This is an optimization exercise on Yosys and OpenROAD, whose aim is small area, not a production implementation.
In this exercise RTL edits were held to simulation tests only and were not proved equivalent to the original.
Power and IR drop assume default switching activity.

v6:
// dcache_top
module dcache_top (
  input  logic                 clock,
  input  logic                 reset,
  input  logic                 rd_en,
  input  logic [addr_bits-1:0] rd_addr,
  input  logic                 wr_en,
  input  logic [addr_bits-1:0] wr_addr,
  input  logic [data_bits-1:0] wr_data,
  input  logic                 wr_dirty,
  output logic                 rd_hit,
  output logic [data_bits-1:0] rd_data,
  output logic                 wr_miss,
  output logic                 wb_valid,
  output logic [addr_bits-1:0] wb_addr,
  output logic [data_bits-1:0] wb_data
);
  logic                 rd_fwd;
  logic                 cm_rd_hit;
  logic [data_bits-1:0] cm_rd_data;
  logic                 vb_rd_hit;
  logic [data_bits-1:0] vb_rd_data;
  logic                 evict_valid;
  logic [addr_bits-1:0] evict_addr;
  logic [data_bits-1:0] evict_data;
  logic                 evict_dirty;
  assign rd_fwd = rd_en && wr_en && (rd_addr == wr_addr);
  cache_mem u_cache_mem (
    .clock       (clock),
    .reset       (reset),
    .rd_en       (rd_en),
    .rd_set      (rd_addr[set_bits-1:0]),
    .rd_tag      (rd_addr[addr_bits-1:set_bits]),
    .rd_fwd      (rd_fwd),
    .wr_en       (wr_en),
    .wr_set      (wr_addr[set_bits-1:0]),
    .wr_tag      (wr_addr[addr_bits-1:set_bits]),
    .wr_data     (wr_data),
    .wr_dirty    (wr_dirty),
    .cm_rd_hit   (cm_rd_hit),
    .cm_rd_data  (cm_rd_data),
    .wr_miss     (wr_miss),
    .evict_valid (evict_valid),
    .evict_addr  (evict_addr),
    .evict_data  (evict_data),
    .evict_dirty (evict_dirty)
  );
  victim_buffer u_victim_buffer (
    .clock       (clock),
    .reset       (reset),
    .rd_en       (rd_en),
    .rd_addr     (rd_addr),
    .rd_fwd      (rd_fwd),
    .inv_en      (wr_en),
    .inv_addr    (wr_addr),
    .evict_valid (evict_valid),
    .evict_addr  (evict_addr),
    .evict_data  (evict_data),
    .evict_dirty (evict_dirty),
    .vb_rd_hit   (vb_rd_hit),
    .vb_rd_data  (vb_rd_data),
    .wb_valid    (wb_valid),
    .wb_addr     (wb_addr),
    .wb_data     (wb_data)
  );
  assign rd_hit = rd_fwd || cm_rd_hit || vb_rd_hit;
  ...
==> module cache_mem, before the edit <==
module cache_mem (
  input  logic                 clock,
  input  logic                 reset,
  input  logic                 rd_en,
  input  logic [set_bits-1:0]  rd_set,
  input  logic [tag_bits-1:0]  rd_tag,
  input  logic                 rd_fwd,
  input  logic                 wr_en,
  input  logic [set_bits-1:0]  wr_set,
  input  logic [tag_bits-1:0]  wr_tag,
  input  logic [data_bits-1:0] wr_data,
  input  logic                 wr_dirty,
  output logic                 cm_rd_hit,
  output logic [data_bits-1:0] cm_rd_data,
  output logic                 wr_miss,
  output logic                 evict_valid,
  output logic [addr_bits-1:0] evict_addr,
  output logic [data_bits-1:0] evict_data,
  output logic                 evict_dirty
);
  localparam int num_lines = num_sets * num_ways;
  logic [num_lines-1:0][data_bits-1:0] line_data;
  logic [num_lines-1:0][tag_bits-1:0]  line_tag;
  logic [num_lines-1:0]                line_valid;
  logic [num_lines-1:0]                line_dirty;
  logic [num_sets-1:0] rd_dec, wr_dec;
  logic [num_ways-1:0][tag_bits-1:0] rd_tags, wr_tags;
  logic [num_ways-1:0] rd_valid, wr_valid, wr_dirties;
  logic [num_ways-1:0] rd_match, wr_match;
  logic [num_ways-1:0] victim_oh, wr_way_oh;
  logic [way_bits-1:0] rd_way, wr_way;
  logic                rd_array_hit, wr_hit;
  logic [num_lines-1:0] rd_sel, ev_sel, line_we;
  always_comb begin
    for (int s = 0; s < num_sets; s++) begin
      rd_dec[s] = (rd_set == set_bits'(s));
      wr_dec[s] = (wr_set == set_bits'(s));
    end
  end
  always_comb begin
    for (int w = 0; w < num_ways; w++) begin
      rd_tags[w] = line_tag[{rd_set, way_bits'(w)}];
      wr_tags[w] = line_tag[{wr_set, way_bits'(w)}];
      rd_valid[w] = line_valid[{rd_set, way_bits'(w)}];
      wr_valid[w] = line_valid[{wr_set, way_bits'(w)}];
      wr_dirties[w] = line_dirty[{wr_set, way_bits'(w)}];
    end
  end
  tag_match u_rd_match (
    .way_tags  (rd_tags),
    .way_valid (rd_valid),
    .tag       (rd_tag),
    .match     (rd_match)
  );
  tag_match u_wr_match (
    .way_tags  (wr_tags),
    .way_valid (wr_valid),
    .tag       (wr_tag),
    .match     (wr_match)
  );
  assign rd_array_hit = |rd_match;
  assign wr_hit = |wr_match;
  assign rd_way = {rd_match[3] | rd_match[2], rd_match[3] | rd_match[1]};
  plru_tree u_plru_tree (
    .clock     (clock),
    .reset     (reset),
    .rd_touch  (rd_en && rd_array_hit),
    .rd_dec    (rd_dec),
    .rd_way    (rd_way),
    .wr_touch  (wr_en),
    .wr_dec    (wr_dec),
    .wr_way    (wr_way),
    .victim_oh (victim_oh)
  );
  assign wr_miss = wr_en && !wr_hit;
  assign wr_way_oh = wr_hit ? wr_match : victim_oh;
  assign wr_way = {wr_way_oh[3] | wr_way_oh[2], wr_way_oh[3] | wr_way_oh[1]};
  assign cm_rd_hit = rd_en && rd_array_hit;
  always_comb begin
    for (int s = 0; s < num_sets; s++) begin
      for (int w = 0; w < num_ways; w++) begin
        rd_sel[s*num_ways+w] = rd_dec[s] && !rd_fwd && rd_match[w];
        ev_sel[s*num_ways+w] = wr_dec[s] && victim_oh[w];
        line_we[s*num_ways+w] = wr_en && wr_dec[s] && wr_way_oh[w];
      end
    end
  end
  always_comb begin
    cm_rd_data = '0;
    evict_data = '0;
    for (int i = 0; i < num_lines; i++) begin
      cm_rd_data = cm_rd_data | (line_data[i] & {data_bits{rd_sel[i]}});
      evict_data = evict_data | (line_data[i] & {data_bits{ev_sel[i]}});
    end
  end
  assign evict_valid = wr_miss && |(victim_oh & wr_valid);
  assign evict_dirty = |(victim_oh & wr_dirties);
  always_comb begin
    evict_addr = {{tag_bits{1'b0}}, wr_set};
    for (int w = 0; w < num_ways; w++) begin
      evict_addr[addr_bits-1:set_bits] = evict_addr[addr_bits-1:set_bits] | (wr_tags[w] & {tag_bits{victim_oh[w]}});
    end
  end
  always_ff @(posedge clock) begin
    if (reset) begin
      line_valid <= '0;
    end else begin
      line_valid <= line_valid | line_we;
    end
  end
  always_ff @(posedge clock) begin
    for (int i = 0; i < num_lines; i++) begin
      if (line_we[i]) begin
        line_data[i] <= wr_data;
        line_tag[i] <= wr_tag;
        line_dirty[i] <= wr_dirty;
      end
    end
  end
endmodule
==> flow/config.mk <==
export PLATFORM = sky130hd
export DESIGN_NAME = dcache_top
export DESIGN_NICKNAME = dcache_top
export VERILOG_FILES = /design/flow/design.v
export SDC_FILE = /design/flow/constraint.sdc
export NUM_CORES = 4
export LEC_CHECK = 0
export CAP_MARGIN = 20
export CELL_PAD_IN_SITES_DETAIL_PLACEMENT = 1
export CELL_PAD_IN_SITES_GLOBAL_PLACEMENT = 1
export CORE_MARGIN = 2
export CORE_UTILIZATION = 30
export SLEW_MARGIN = 20
==> flow/constraint.sdc <==
create_clock -name core_clock -period 12.0 [get_ports {clock}]
set_input_delay 2.4000 -clock core_clock [delete_from_list [all_inputs] [get_ports {clock}]]
set_output_delay 2.4000 -clock core_clock [all_outputs]
set_load 0.01 [all_outputs]
standard.sh (not shown) runs the stock make flow with config.mk's settings and CLKGATE_MAP_FILE= SYNTH_SCRIPT=/design/flow/synth_recipe.tcl, a recipe that flattens the netlist after the stock synthesis.
==> flow/flow/run.sh <==
#!/bin/bash
set -o pipefail
export CTS_ARGS="-sink_clustering_enable -repair_clock_nets -dont_use_dummy_load -buf_list {sky130_fd_sc_hd__clkbuf_8 sky130_fd_sc_hd__clkbuf_16} -root_buf sky130_fd_sc_hd__clkbuf_16 -sink_clustering_buffer sky130_fd_sc_hd__clkbuf_16 -sink_clustering_size 24 -sink_clustering_max_diameter 100"
bash standard.sh > standard.log 2>&1
> inputs changed (v6 -> v7)
--- a/flow/design.v
+++ b/flow/design.v
@@ -120,12 +120,19 @@
     end
   end
   always_comb begin
-    for (int w = 0; w < num_ways; w++) begin
-      rd_tags[w] = line_tag[{rd_set, way_bits'(w)}];
-      wr_tags[w] = line_tag[{wr_set, way_bits'(w)}];
-      rd_valid[w] = line_valid[{rd_set, way_bits'(w)}];
-      wr_valid[w] = line_valid[{wr_set, way_bits'(w)}];
-      wr_dirties[w] = line_dirty[{wr_set, way_bits'(w)}];
+    rd_tags = '0;
+    wr_tags = '0;
+    rd_valid = '0;
+    wr_valid = '0;
+    wr_dirties = '0;
+    for (int s = 0; s < num_sets; s++) begin
+      for (int w = 0; w < num_ways; w++) begin
+        rd_tags[w] = rd_tags[w] | (line_tag[s*num_ways+w] & {tag_bits{rd_dec[s]}});
+        wr_tags[w] = wr_tags[w] | (line_tag[s*num_ways+w] & {tag_bits{wr_dec[s]}});
+        rd_valid[w] = rd_valid[w] | (line_valid[s*num_ways+w] & rd_dec[s]);
+        wr_valid[w] = wr_valid[w] | (line_valid[s*num_ways+w] & wr_dec[s]);
+        wr_dirties[w] = wr_dirties[w] | (line_dirty[s*num_ways+w] & wr_dec[s]);
+      end
     end
   end
   tag_match u_rd_match (
## What came out
v7 did not stop at any stage, and its layout met the timing, DRC and antenna checks.
The via count of v7 exceeds that of v6 by 2365.
Summary of v7 over v6: total congestion overflow comparable; clock edge transition at the registers on the reported setup and hold paths now smaller.
Delta(non-clock buffer count, v7 - v6) > 0
In the flow results for v7 and v6, the clock skew is larger on v7.
v7 against v6: total met2 wirelength after detailed routing higher; sequential portion of the cell area lower; combinational power lower.
Power was higher in the run labelled v6.
Of v7 and v6, the run reporting the lower wire length of the first global-routing pass was v6.
On height of the die, v7 tracks v6 almost exactly.
Looking at design area, v7 sits about 0.8% higher than v6 does.

---

dcache_top with an RTL version that a note above also has.
For scale: ~8100 cells after synthesis, ~2900 flip-flops, roughly 0.12 sq mm of cells after synthesis.
==> module cache_mem, before the edit <==
module cache_mem (
  input  logic                 clock,
  input  logic                 reset,
  input  logic                 rd_en,
  input  logic [set_bits-1:0]  rd_set,
  input  logic [tag_bits-1:0]  rd_tag,
  input  logic                 rd_fwd,
  input  logic                 wr_en,
  input  logic [set_bits-1:0]  wr_set,
  input  logic [tag_bits-1:0]  wr_tag,
  input  logic [data_bits-1:0] wr_data,
  input  logic                 wr_dirty,
  output logic                 cm_rd_hit,
  output logic [data_bits-1:0] cm_rd_data,
  output logic                 wr_miss,
  output logic                 evict_valid,
  output logic [addr_bits-1:0] evict_addr,
  output logic [data_bits-1:0] evict_data,
  output logic                 evict_dirty
);
  localparam int num_lines = num_sets * num_ways;
  logic [num_lines-1:0][data_bits-1:0] line_data;
  logic [num_lines-1:0][tag_bits-1:0]  line_tag;
  logic [num_lines-1:0]                line_valid;
  logic [num_lines-1:0]                line_dirty;
  logic [num_sets-1:0] rd_dec, wr_dec;
  logic [num_ways-1:0][tag_bits-1:0] rd_tags, wr_tags;
  logic [num_ways-1:0] rd_valid, wr_valid, wr_dirties;
  logic [num_ways-1:0] rd_match, wr_match;
  logic [num_ways-1:0] victim_oh, wr_way_oh;
  logic [way_bits-1:0] rd_way, wr_way;
  logic                rd_array_hit, wr_hit;
  logic [num_lines-1:0] rd_sel, ev_sel, line_we;
  always_comb begin
    for (int s = 0; s < num_sets; s++) begin
      rd_dec[s] = (rd_set == set_bits'(s));
      wr_dec[s] = (wr_set == set_bits'(s));
    end
  end
  always_comb begin
    rd_tags = '0;
    wr_tags = '0;
    rd_valid = '0;
    wr_valid = '0;
    wr_dirties = '0;
    for (int s = 0; s < num_sets; s++) begin
      for (int w = 0; w < num_ways; w++) begin
        rd_tags[w] = rd_tags[w] | (line_tag[s*num_ways+w] & {tag_bits{rd_dec[s]}});
        wr_tags[w] = wr_tags[w] | (line_tag[s*num_ways+w] & {tag_bits{wr_dec[s]}});
        rd_valid[w] = rd_valid[w] | (line_valid[s*num_ways+w] & rd_dec[s]);
        wr_valid[w] = wr_valid[w] | (line_valid[s*num_ways+w] & wr_dec[s]);
        wr_dirties[w] = wr_dirties[w] | (line_dirty[s*num_ways+w] & wr_dec[s]);
      end
    end
  end
  tag_match u_rd_match (
    .way_tags  (rd_tags),
    .way_valid (rd_valid),
    .tag       (rd_tag),
    .match     (rd_match)
  );
  tag_match u_wr_match (
    .way_tags  (wr_tags),
    .way_valid (wr_valid),
    .tag       (wr_tag),
    .match     (wr_match)
  );
  assign rd_array_hit = |rd_match;
  assign wr_hit = |wr_match;
  assign rd_way = {rd_match[3] | rd_match[2], rd_match[3] | rd_match[1]};
  plru_tree u_plru_tree (
    .clock     (clock),
    .reset     (reset),
    .rd_touch  (rd_en && rd_array_hit),
    .rd_dec    (rd_dec),
    .rd_way    (rd_way),
    .wr_touch  (wr_en),
    .wr_dec    (wr_dec),
    .wr_way    (wr_way),
    .victim_oh (victim_oh)
  );
  assign wr_miss = wr_en && !wr_hit;
  assign wr_way_oh = wr_hit ? wr_match : victim_oh;
  assign wr_way = {wr_way_oh[3] | wr_way_oh[2], wr_way_oh[3] | wr_way_oh[1]};
  assign cm_rd_hit = rd_en && rd_array_hit;
  always_comb begin
    for (int s = 0; s < num_sets; s++) begin
      for (int w = 0; w < num_ways; w++) begin
        rd_sel[s*num_ways+w] = rd_dec[s] && !rd_fwd && rd_match[w];
        ev_sel[s*num_ways+w] = wr_dec[s] && victim_oh[w];
        line_we[s*num_ways+w] = wr_en && wr_dec[s] && wr_way_oh[w];
      end
    end
  end
  always_comb begin
    cm_rd_data = '0;
    evict_data = '0;
    for (int i = 0; i < num_lines; i++) begin
      cm_rd_data = cm_rd_data | (line_data[i] & {data_bits{rd_sel[i]}});
      evict_data = evict_data | (line_data[i] & {data_bits{ev_sel[i]}});
    end
  end
  assign evict_valid = wr_miss && |(victim_oh & wr_valid);
  assign evict_dirty = |(victim_oh & wr_dirties);
  always_comb begin
    evict_addr = {{tag_bits{1'b0}}, wr_set};
    for (int w = 0; w < num_ways; w++) begin
      evict_addr[addr_bits-1:set_bits] = evict_addr[addr_bits-1:set_bits] | (wr_tags[w] & {tag_bits{victim_oh[w]}});
    end
  end
  always_ff @(posedge clock) begin
    if (reset) begin
      line_valid <= '0;
    end else begin
      line_valid <= line_valid | line_we;
    end
  end
  always_ff @(posedge clock) begin
    for (int i = 0; i < num_lines; i++) begin
      if (line_we[i]) begin
        line_data[i] <= wr_data;
        line_tag[i] <= wr_tag;
        line_dirty[i] <= wr_dirty;
      end
    end
  end
endmodule
Settings: LEC_CHECK=0, CAP_MARGIN=20, CELL_PAD_IN_SITES_DETAIL_PLACEMENT=1, CELL_PAD_IN_SITES_GLOBAL_PLACEMENT=1, CORE_MARGIN=2, CORE_UTILIZATION=30, CTS_BUF_LIST=sky130_fd_sc_hd__clkbuf_16, CTS_CLUSTER_DIAMETER=100, CTS_CLUSTER_SIZE=24, SLEW_MARGIN=20; clock period 12.0 ns.
run.sh (not shown) runs the stock make flow with config.mk's settings and CLKGATE_MAP_FILE= SYNTH_SCRIPT=/design/flow/synth_recipe.tcl, a recipe that flattens the netlist after the stock synthesis.
Stock flow here: none of the scripts above is used.
The baseline finished with timing, DRC and antenna clean.
==> next run, changes <==
--- a/flow/design.v
+++ b/flow/design.v
@@ -119,21 +119,14 @@
       wr_dec[s] = (wr_set == set_bits'(s));
     end
   end
   always_comb begin
-    rd_tags = '0;
-    wr_tags = '0;
-    rd_valid = '0;
-    wr_valid = '0;
-    wr_dirties = '0;
-    for (int s = 0; s < num_sets; s++) begin
-      for (int w = 0; w < num_ways; w++) begin
-        rd_tags[w] = rd_tags[w] | (line_tag[s*num_ways+w] & {tag_bits{rd_dec[s]}});
-        wr_tags[w] = wr_tags[w] | (line_tag[s*num_ways+w] & {tag_bits{wr_dec[s]}});
-        rd_valid[w] = rd_valid[w] | (line_valid[s*num_ways+w] & rd_dec[s]);
-        wr_valid[w] = wr_valid[w] | (line_valid[s*num_ways+w] & wr_dec[s]);
-        wr_dirties[w] = wr_dirties[w] | (line_dirty[s*num_ways+w] & wr_dec[s]);
-      end
+    for (int w = 0; w < num_ways; w++) begin
+      rd_tags[w] = line_tag[{rd_set, way_bits'(w)}];
+      wr_tags[w] = line_tag[{wr_set, way_bits'(w)}];
+      rd_valid[w] = line_valid[{rd_set, way_bits'(w)}];
+      wr_valid[w] = line_valid[{wr_set, way_bits'(w)}];
+      wr_dirties[w] = line_dirty[{wr_set, way_bits'(w)}];
     end
   end
   tag_match u_rd_match (
     .way_tags  (rd_tags),
Outcome:
- The new run ran to the end with no violations
- die area went down by 0.31%
- global-route usage went down by 0.89 points
- wire length went down by 3.4%
- setup slack got worse by 0.11 ns
- clock skew went down by 0.020 ns
- flip-flop and latch count is unchanged

## static timing again, ports no longer ideal
No port has a modelled driver above. Below, the same layouts with a new extraction and two added sets of constraints.
Step 1 sets driving cells, clkbuf_16 on the clock port and buf_2 on the other inputs (assumed; they add their load-dependent delay and slew).
Step 2 times the ports against the registers' clock, not the clock port: input delays grow and output delays shrink by t, the midpoint of the rising clock arrivals with the driver on.
a / b / c = no drivers / after step 1 / after step 2; a / b = the first two.
| run | shift t [ns] | setup WS [ns] | worst hold slack (ns) | clock arrival spread, ns | cell pins on the clock port's net |
|---|---|---|---|---|---|
| v6 | 1.010 | 0.510 / 0.461 / 0.461 | 0.473 / 0.473 / 0.473 | 0.130 / 0.131 | 1 |
| v7 | 1.009 | 0.758 / 0.727 / 0.727 | 0.473 / 0.473 / 0.473 | 0.168 / 0.168 | 1 |
| the first run of note 2 | 1.044 | 0.624 / 0.592 / 0.592 | 0.471 / 0.471 / 0.471 | 0.118 / 0.118 | 1 |
| the second run of note 2 | 1.027 | 0.514 / 0.475 / 0.475 | 0.477 / 0.477 / 0.477 | 0.114 / 0.114 | 1 |
After both steps setup and hold are still met in every run listed. For v6, which loses most, drivers alone change the setup slack by -0.049 ns; drivers and shift together by -0.049 ns.
